This is an optimization exercise on Yosys and OpenROAD, whose aim is small area, a short achievable clock period and few clock cycles per item, not a production implementation. At most, simulation tests tie the RTL to the original design; equivalence was not proved.

== v6 ==
## chien_search
module chien_search #(
    parameter int LANES = 16,
    parameter int DEPTH = 4
) (
    input  logic                 clk_i,
    input  logic                 rst_ni,
    input  logic                 start_req_i,
    input  logic                 root_ack_i,
    input  logic [119:0]         sigma_i,
    output logic                 start_ack_o,
    output logic                 root_req_o,
    output logic                 done_o,
    output logic [9:0]           root_pos_o,
    output logic [3:0]           root_count_o
);
For scale: roughly 140 I/O pins, about 32000 um^2 of cells after synthesis.
clock: 5.0 ns
lec_check: 0
cap_margin: 20
core_margin: 2
core_utilization: 35
setup_slack_margin: 1.5
slew_margin: 20
run.sh (not shown) runs the stock make flow with config.mk's settings and CLKGATE_MAP_FILE= SYNTH_SCRIPT=/design/flow/synth_recipe.tcl, a recipe that flattens the netlist after the stock synthesis.
For v7, these inputs were changed with respect to v6:
--- a/flow/config.mk
+++ b/flow/config.mk
@@ -10 +10 @@
-export CORE_UTILIZATION = 35
+export CORE_UTILIZATION = 25
Notes after the runs:
- v7 closes out successfully: all stages finished, all timing, DRC and antenna checks passed.
- Number of antenna violations at the first check in global routing across v7 and v6: no real change.
- Taking v6 as the reference, in v7 final design instance area without fill up 2.8%.
- Critical path startpoint = term_q[102]$_DFFE_PP_: v7; critical path startpoint = term_q[36]$_DFFE_PP_: v6
Function was not checked in any run of this note: the RTL went through the layout flow alone.

========
Setup of job 4757:
Another version of the RTL of chien_search (not shown whole).
For scale: ~3,100 cells after synthesis, ~210 flip-flops, about 140 I/O pins, about 30,000 µm² of cells after synthesis.
==> flow/config.mk <==
export PLATFORM = sky130hd
export DESIGN_NAME = chien_search
export DESIGN_NICKNAME = chien_search
export VERILOG_FILES = /design/flow/design.v
export SDC_FILE = /design/flow/constraint.sdc
export NUM_CORES = 4
export LEC_CHECK = 0
export CAP_MARGIN = 20
export CORE_MARGIN = 2
export CORE_UTILIZATION = 25
export GPL_TIMING_DRIVEN = 0
export SLEW_MARGIN = 20
==> flow/constraint.sdc <==
create_clock -name core_clock -period 5.0 [get_ports {clk_i}]
set_input_delay 1.0000 -clock core_clock [delete_from_list [all_inputs] [get_ports {clk_i}]]
set_output_delay 1.0000 -clock core_clock [all_outputs]
set_load 0.01 [all_outputs]
| job 4757 | all stages done | FAIL | setup timing |
Testbench counts of job 4757, summed over its fixed seeds: cycles 9,269, items 256.
## Diff of input files: job 8814 against job 4757
Settings: GPL_TIMING_DRIVEN removed (was 0); SETUP_SLACK_MARGIN newly set to 1.5.
--- outcome ---
- Job 8814 | status: complete | timing, DRC, antenna: pass
- Clock-cell share of area: job 4757 vs job 8814 — no meaningful difference
- Job 8814: wire length of the first global-routing pass 6.4% above job 4757
- Compared with job 4757, placement density in the core of job 8814 is higher.
- Re global-route usage: job 8814 is 1.8 points up on job 4757.
- Lower HPWL after detailed placement goes to job 4757 over job 8814.
- Taking job 4757 as the reference, in job 8814 number of vias after detailed routing rose by about 12%.
- Diff job 4757 -> job 8814 | portion of the clock cycle consumed by the worst path in the final layout | decrease of 32 points
- Cmp job 4757 and job 8814 / endpoint arrival time on the critical path / lower: job 8814
[inputs] job 2706 vs job 8814
Settings: swapping 20 for 0 in SLEW_MARGIN; swapping 20 for 0 in CAP_MARGIN; swapping 1.5 for 1.0 in SETUP_SLACK_MARGIN.
==> summary.txt <==
Lower pin count of the biggest net entering global routing was reported by job 8814, not job 2706.
Clock period minus worst slack sits higher in job 2706 than in job 8814.
On compound-gate portion of the synthesized area, job 2706 and job 8814 are basically level.
| pre-CTS worst setup slack | job 2706 vs job 8814 | 0.16 ns higher |
Relative to job 2706, the following input files were edited for job 474:
Settings: a change of CAP_MARGIN from 0 to 20; an added ABC_CLOCK_PERIOD_IN_PS of 3000; a change of SLEW_MARGIN from 0 to 20.
--- outcome ---
- What job 474 reported for layout clock buffer count has to be multiplied by 0.946 to get the figure for job 2706.
- There was hardly any difference in sequential share of cell area between job 2706 and job 474.
- On later-pin clock latency in the skew report, job 474 tracks job 2706 almost exactly.
- Summary of job 474 over job 2706: total global-route track usage has remained practically unchanged, routed wire length has remained practically unchanged.
- Against job 2706, first-iteration DRC count in job 474 rose by a few percent.

========
Another version of the RTL of chien_search (not shown whole).
Size in the first run: ~410 flip-flops, ~0.036 mm^2 of cells after synthesis.
make LEC_CHECK=0 CAP_MARGIN=20 CORE_MARGIN=2 CORE_UTILIZATION=25 SLEW_MARGIN=20 finish   # period 5.0 ns
Change:
SETUP_SLACK_MARGIN = 2.5   (was unset)
Effect: The changed run ran to the end with no violations; global-route usage came out higher by 2.2 points; synthesized cell count is unchanged; cell area climbs by about 30%; worst setup slack improved by 0.0072 ns; critical path depth increases by 12; register-to-register slack got worse by 0.21 ns; sequential share of layout area shrinks by 5.6 points; core utilization goes up by 9.1 points; area after synthesis is unchanged.
Change:
SETUP_SLACK_MARGIN = 1.5   (was 2.5)
=>
- utilization shrinks by 8.5 points
- non-clock buffer count shrinks by 521
- die area is unchanged
- cell count shrinks by a little under a tenth
- synthesized area stays the same
- critical path depth shrinks by 2
- cell area shrinks by about a fifth
- clock-buffer cell count grows by 8
- synthesized cell count does not change
- sequential share of layout area grows by 5.2 points
No functional check of the RTL was part of any run of this note.

========
RTL: one of the versions met above, not the one the previous note started from.
Size: roughly 3100 cells after synthesis, roughly 210 flip-flops, ~140 I/O pins, ~0.030 mm^2 of cells after synthesis.
make LEC_CHECK=0 CAP_MARGIN=20 CORE_MARGIN=2 CORE_UTILIZATION=25 SLEW_MARGIN=20 finish   # period 5.0 ns
The first run completed with no timing, DRC or antenna violations.
Testbench counts at the start, summed over its fixed seeds: cycles 9,269, items 256.
Then changed:
- SETUP_SLACK_MARGIN: default -> 1.0
Effect:
- The new run completed without violations
- non-clock buffer count is higher by 41
- cell area climbs by 1.5%
- final cell count increases by 0.85%
- utilization rises by 0.48 points
- worst setup slack gains 0.46 ns
- hold slack loses 0.0074 ns
- die area does not change
- via count rose by 0.54%
Then changed:
- SETUP_SLACK_MARGIN: 1.0 -> 2.0
=> The new run finished with timing, DRC and antenna clean. Via count went up by a few percent. Synthesized area stays the same. Final area went up by about a fifth. Maximum frequency went up by roughly a tenth. Synthesized cell count stays the same. Routed wire length went up by a few percent. Setup slack gets better by 0.46 ns. Core utilization went up by 6.0 points. Sequential share of layout area went down by 2.5 points. Non-clock buffer count went up by 273.

========
Another version of the RTL of chien_search (not shown whole).
For scale: ~140 I/O pins, about 34000 um2 of cells after synthesis.
clock: 5.0 ns
lec_check: 0
cap_margin: 20
core_margin: 2
core_utilization: 25
place_density: 0.75
setup_slack_margin: 1.5
slew_margin: 20
The first run ran to the end with no violations.
Testbench counts at the start, summed over its fixed seeds: cycles 7,400, items 256.
Rerun with:
ABC_AREA = 1   (was unset)
PLACE_DENSITY = unset   (was 0.75)
What happened: The new run passed the timing, design-rule and antenna checks. Flip-flop and latch count is unchanged. Design area came out higher by 12%. Fmax came out lower by 1.9%. Wire length came out higher by 30%.

========
## job 1925
chien_search, a different RTL version from the one above (not shown whole).
Size in the first run: ~3400 cells after synthesis, roughly 140 I/O pins, about 33000 µm² of cells after synthesis.
==> flow/config.mk <==
export PLATFORM = sky130hd
export DESIGN_NAME = chien_search
export DESIGN_NICKNAME = chien_search
export VERILOG_FILES = /design/flow/design.v
export SDC_FILE = /design/flow/constraint.sdc
export NUM_CORES = 4
export LEC_CHECK = 0
export CAP_MARGIN = 20
export CORE_MARGIN = 2
export CORE_UTILIZATION = 25
export CTS_BUF_LIST = sky130_fd_sc_hd__clkbuf_8
export SETUP_SLACK_MARGIN = 1.5
export SLEW_MARGIN = 20
==> flow/constraint.sdc <==
create_clock -name core_clock -period 5.0 [get_ports {clk_i}]
set_input_delay 1.0000 -clock core_clock [delete_from_list [all_inputs] [get_ports {clk_i}]]
set_output_delay 1.0000 -clock core_clock [all_outputs]
set_load 0.01 [all_outputs]
standard.sh (not shown) runs the stock make flow with config.mk's settings and CLKGATE_MAP_FILE= SYNTH_SCRIPT=/design/flow/synth_recipe.tcl, a recipe that flattens the netlist after the stock synthesis.
==> flow/flow/run.sh <==
#!/bin/bash
# The standard layout, with a small buffer (buf_1) on every port instead of the
# default delay buffer. Each tool's output goes to its own log file here.
set -e
cp standard.sh standard_sh.log
export BUFFER_PORTS_ARGS="-buffer_cell sky130_fd_sc_hd__buf_1"
bash standard.sh > standard.log 2>&1
Testbench counts of job 1925, summed over its fixed seeds: cycles 7,400, items 256.
#### Input delta (job 6779 over job 1925)
==> flow/run.sh (new file) <==
#!/bin/bash
# synth_recipe.tcl (not shown) runs the flow's synth.tcl, then flattens the netlist and writes it again
# the make line also repeats each setting of config.mk as NAME=value (left out here)
make -C /OpenROAD-flow-scripts/flow DESIGN_CONFIG=/design/flow/config.mk WORK_HOME=/design/flow/orfs CLKGATE_MAP_FILE= SYNTH_SCRIPT=/design/flow/synth_recipe.tcl finish
-- flow/config.mk --
<<< job 1925, line 10
export CORE_UTILIZATION = 25
export CTS_BUF_LIST = sky130_fd_sc_hd__clkbuf_8
export SETUP_SLACK_MARGIN = 1.5
>>> job 6779, line 10
export CORE_UTILIZATION = 25
export SETUP_SLACK_MARGIN = 1.5
removed: flow/flow/run.sh
removed: flow/standard.sh
## What came out
Job 1925 completed end to end with timing, DRC and antenna clean.
Job 6779 finished every step from synthesis to the final layout, and the layout passed the timing, design-rule and antenna checks.
Row worst reg-to-reg path cell count: job 6779 lower / job 1925 higher
On cell area after layout, job 6779 does worse than job 1925.
Diff job 1925 -> job 6779: area of the die shows no meaningful change; critical path depth has decreased.
Changes in job 3944 relative to job 6779:
==> flow/flow/run.sh (new file) <==
#!/bin/bash
# The standard layout, with a small buffer (buf_1) on every port instead of the
# default delay buffer. Each tool's output goes to its own log file here.
set -e
cp standard.sh standard_sh.log
export BUFFER_PORTS_ARGS="-buffer_cell sky130_fd_sc_hd__buf_1"
bash standard.sh > standard.log 2>&1
==> flow/standard.sh (new file) <==
#!/bin/bash
# synth_recipe.tcl (not shown) runs the flow's synth.tcl, then flattens the netlist and writes it again
# the make line also repeats each setting of config.mk as NAME=value (left out here)
make -C /OpenROAD-flow-scripts/flow DESIGN_CONFIG=/design/flow/config.mk WORK_HOME=/design/flow/orfs CLKGATE_MAP_FILE= SYNTH_SCRIPT=/design/flow/synth_recipe.tcl "${@:-finish}"
removed: flow/run.sh
- Cell area ended up 3.5% lower on job 3944 than on job 6779.
- Total detailed-routing wirelength of job 6779 is on par with job 3944.
- [compare] base=job 6779 new=job 3944: largest incremental delay on the critical path saw a decrease, sink count of the clock tree closely matched the old numbers, non-clock buffer instance count of the final layout decreased 27.
- From job 6779 to job 3944 the numbers moved as follows: worst hold slack saw an increase.

========
v50:
chien_search with an RTL version that a note above also has.
Size in the first run: about 34000 µm² of cells after synthesis.
==> flow/config.mk <==
export PLATFORM = sky130hd
export DESIGN_NAME = chien_search
export DESIGN_NICKNAME = chien_search
export VERILOG_FILES = /design/flow/design.v
export SDC_FILE = /design/flow/constraint.sdc
export NUM_CORES = 4
export LEC_CHECK = 0
export CAP_MARGIN = 20
export CORE_MARGIN = 2
export CORE_UTILIZATION = 25
export SETUP_SLACK_MARGIN = 1.5
export SLEW_MARGIN = 20
export TNS_END_PERCENT = 5
==> flow/constraint.sdc <==
create_clock -name core_clock -period 5.0 [get_ports {clk_i}]
set_input_delay 1.0000 -clock core_clock [delete_from_list [all_inputs] [get_ports {clk_i}]]
set_output_delay 1.0000 -clock core_clock [all_outputs]
set_load 0.01 [all_outputs]
run.sh (not shown) runs the stock make flow with config.mk's settings and CLKGATE_MAP_FILE= SYNTH_SCRIPT=/design/flow/synth_recipe.tcl, a recipe that flattens the netlist after the stock synthesis.
Stock flow here: none of the scripts above is used.
Testbench counts of v50, summed over its fixed seeds: cycles 7,400, items 256.
Inputs modified between v50 and v33:
Settings: a deleted TNS_END_PERCENT that had been 5; a change of SETUP_SLACK_MARGIN from 1.5 to 1.0.
[summary]
v33 against v50: period utilization now sits higher, arrival time reported for the critical path endpoint now sits higher.
## Diff of input files: v53 against v33
Settings: a change of SETUP_SLACK_MARGIN from 1.0 to 1.5.
==> summary.txt <==
- Compared with v33, in v53 aggregate routed wire length went up, area added between synthesis and finish increased 9.2 points.
Modified inputs, v24 compared to v53
==> flow/flow/run.sh (new file) <==
#!/bin/bash
# The standard layout, with a small buffer (buf_1) on every port instead of the
# default delay buffer. Each tool's output goes to its own log file here.
set -e
cp standard.sh standard_sh.log
export BUFFER_PORTS_ARGS="-buffer_cell sky130_fd_sc_hd__buf_1"
bash standard.sh > standard.log 2>&1
==> flow/standard.sh (new file) <==
#!/bin/bash
# synth_recipe.tcl (not shown) runs the flow's synth.tcl, then flattens the netlist and writes it again
# the make line also repeats each setting of config.mk as NAME=value (left out here)
make -C /OpenROAD-flow-scripts/flow DESIGN_CONFIG=/design/flow/config.mk WORK_HOME=/design/flow/orfs CLKGATE_MAP_FILE= SYNTH_SCRIPT=/design/flow/synth_recipe.tcl "${@:-finish}"
removed: flow/run.sh
met3 capacity usage during global routing of v24 is on par with v53. Re biggest cell delay along the critical path: v24 is 0.23 ns down on v53. v24 ended up with sky130_fd_sc_hd__edfxtp_1 as its cell with the biggest individual delay on the critical path; v53 ended up with sky130_fd_sc_hd__xnor2_1. Routed wire length, v24 vs v53: down slightly. Relative to v53, total routing usage reported by global routing decreased by 0.33 points in v24. v24 ends up with a share of layout cells above drive strength 1 that is 0.20 points higher than in v53. v24 vs v53: number of antenna violations at the first check in global routing up.

[static timing again, ports no longer ideal]
No port has a modelled driver above. Below, the same layouts with a new extraction and two added sets of constraints. Step 1 assumes that a clkbuf_16 drives the clock port and a buf_2 every other input. Step 2 also shifts input and output timing later by t, the mid clock arrival at the registers, as if the neighbouring blocks saw the same clock. Slacks: no drivers / after step 1 / after step 2; pairs: no drivers / after step 1.
| run | shift t [ns] | slack for setup (ns) | clock arrival spread, ns | worst slew at a driven data input, ns |
|---|---|---|---|---|
| v6 | 0.740 | 1.282 / 1.282 / 1.173 | 0.060 / 0.061 | 0.10 |
| v7 | 0.752 | 1.285 / 1.285 / 1.202 | 0.069 / 0.069 | 0.06 |
| job 4757 | 0.668 | -0.177 / -0.177 / -0.177 | 0.047 / 0.047 | 0.06 |
| job 8814 | 0.666 | 1.407 / 1.407 / 1.407 | 0.032 / 0.032 | 0.09 |
| job 2706 | 0.678 | 0.904 / 0.904 / 0.904 | 0.049 / 0.048 | 0.06 |
| job 474 | 0.669 | 0.897 / 0.897 / 0.897 | 0.055 / 0.055 | 0.08 |
| the first run of note 3 | 0.728 | 0.164 / 0.095 / 0.377 | 0.083 / 0.083 | 0.06 |
| the second run of note 3 | 0.744 | 0.171 / 0.171 / 0.171 | 0.063 / 0.063 | 0.06 |
| the third run of note 3 | 0.757 | 0.560 / 0.560 / 0.560 | 0.078 / 0.078 | 0.06 |
| the first run of note 4 | 0.676 | 0.442 / 0.442 / 0.442 | 0.052 / 0.051 | 0.05 |
| the second run of note 4 | 0.669 | 0.897 / 0.897 / 0.897 | 0.055 / 0.055 | 0.08 |
| the third run of note 4 | 0.694 | 1.358 / 1.358 / 1.358 | 0.078 / 0.078 | 0.07 |
| the first run of note 5 | 0.704 | 1.377 / 1.377 / 1.011 | 0.031 / 0.031 | 0.06 |
| the second run of note 5 | 0.679 | 1.308 / 1.308 / 0.983 | 0.042 / 0.041 | 0.08 |
| job 1925 | 0.797 | 1.331 / 1.331 / 0.640 | 0.095 / 0.095 | 0.10 |
| job 6779 | 0.719 | 1.285 / 1.285 / 0.847 | 0.034 / 0.034 | 0.07 |
| job 3944 | 0.736 | 1.380 / 1.380 / 0.993 | 0.049 / 0.049 | 0.10 |
| v50 | 0.704 | 1.292 / 1.292 / 0.967 | 0.071 / 0.071 | 0.06 |
| v33 | 0.692 | 0.664 / 0.664 / 0.664 | 0.047 / 0.047 | 0.07 |
| v53 | 0.702 | 1.365 / 1.365 / 0.902 | 0.074 / 0.074 | 0.06 |
| v24 | 0.685 | 1.268 / 1.268 / 1.044 | 0.054 / 0.054 | 0.08 |
For job 1925, which loses most, drivers alone change the setup slack by 0.000 ns; drivers and shift together by -0.691 ns.
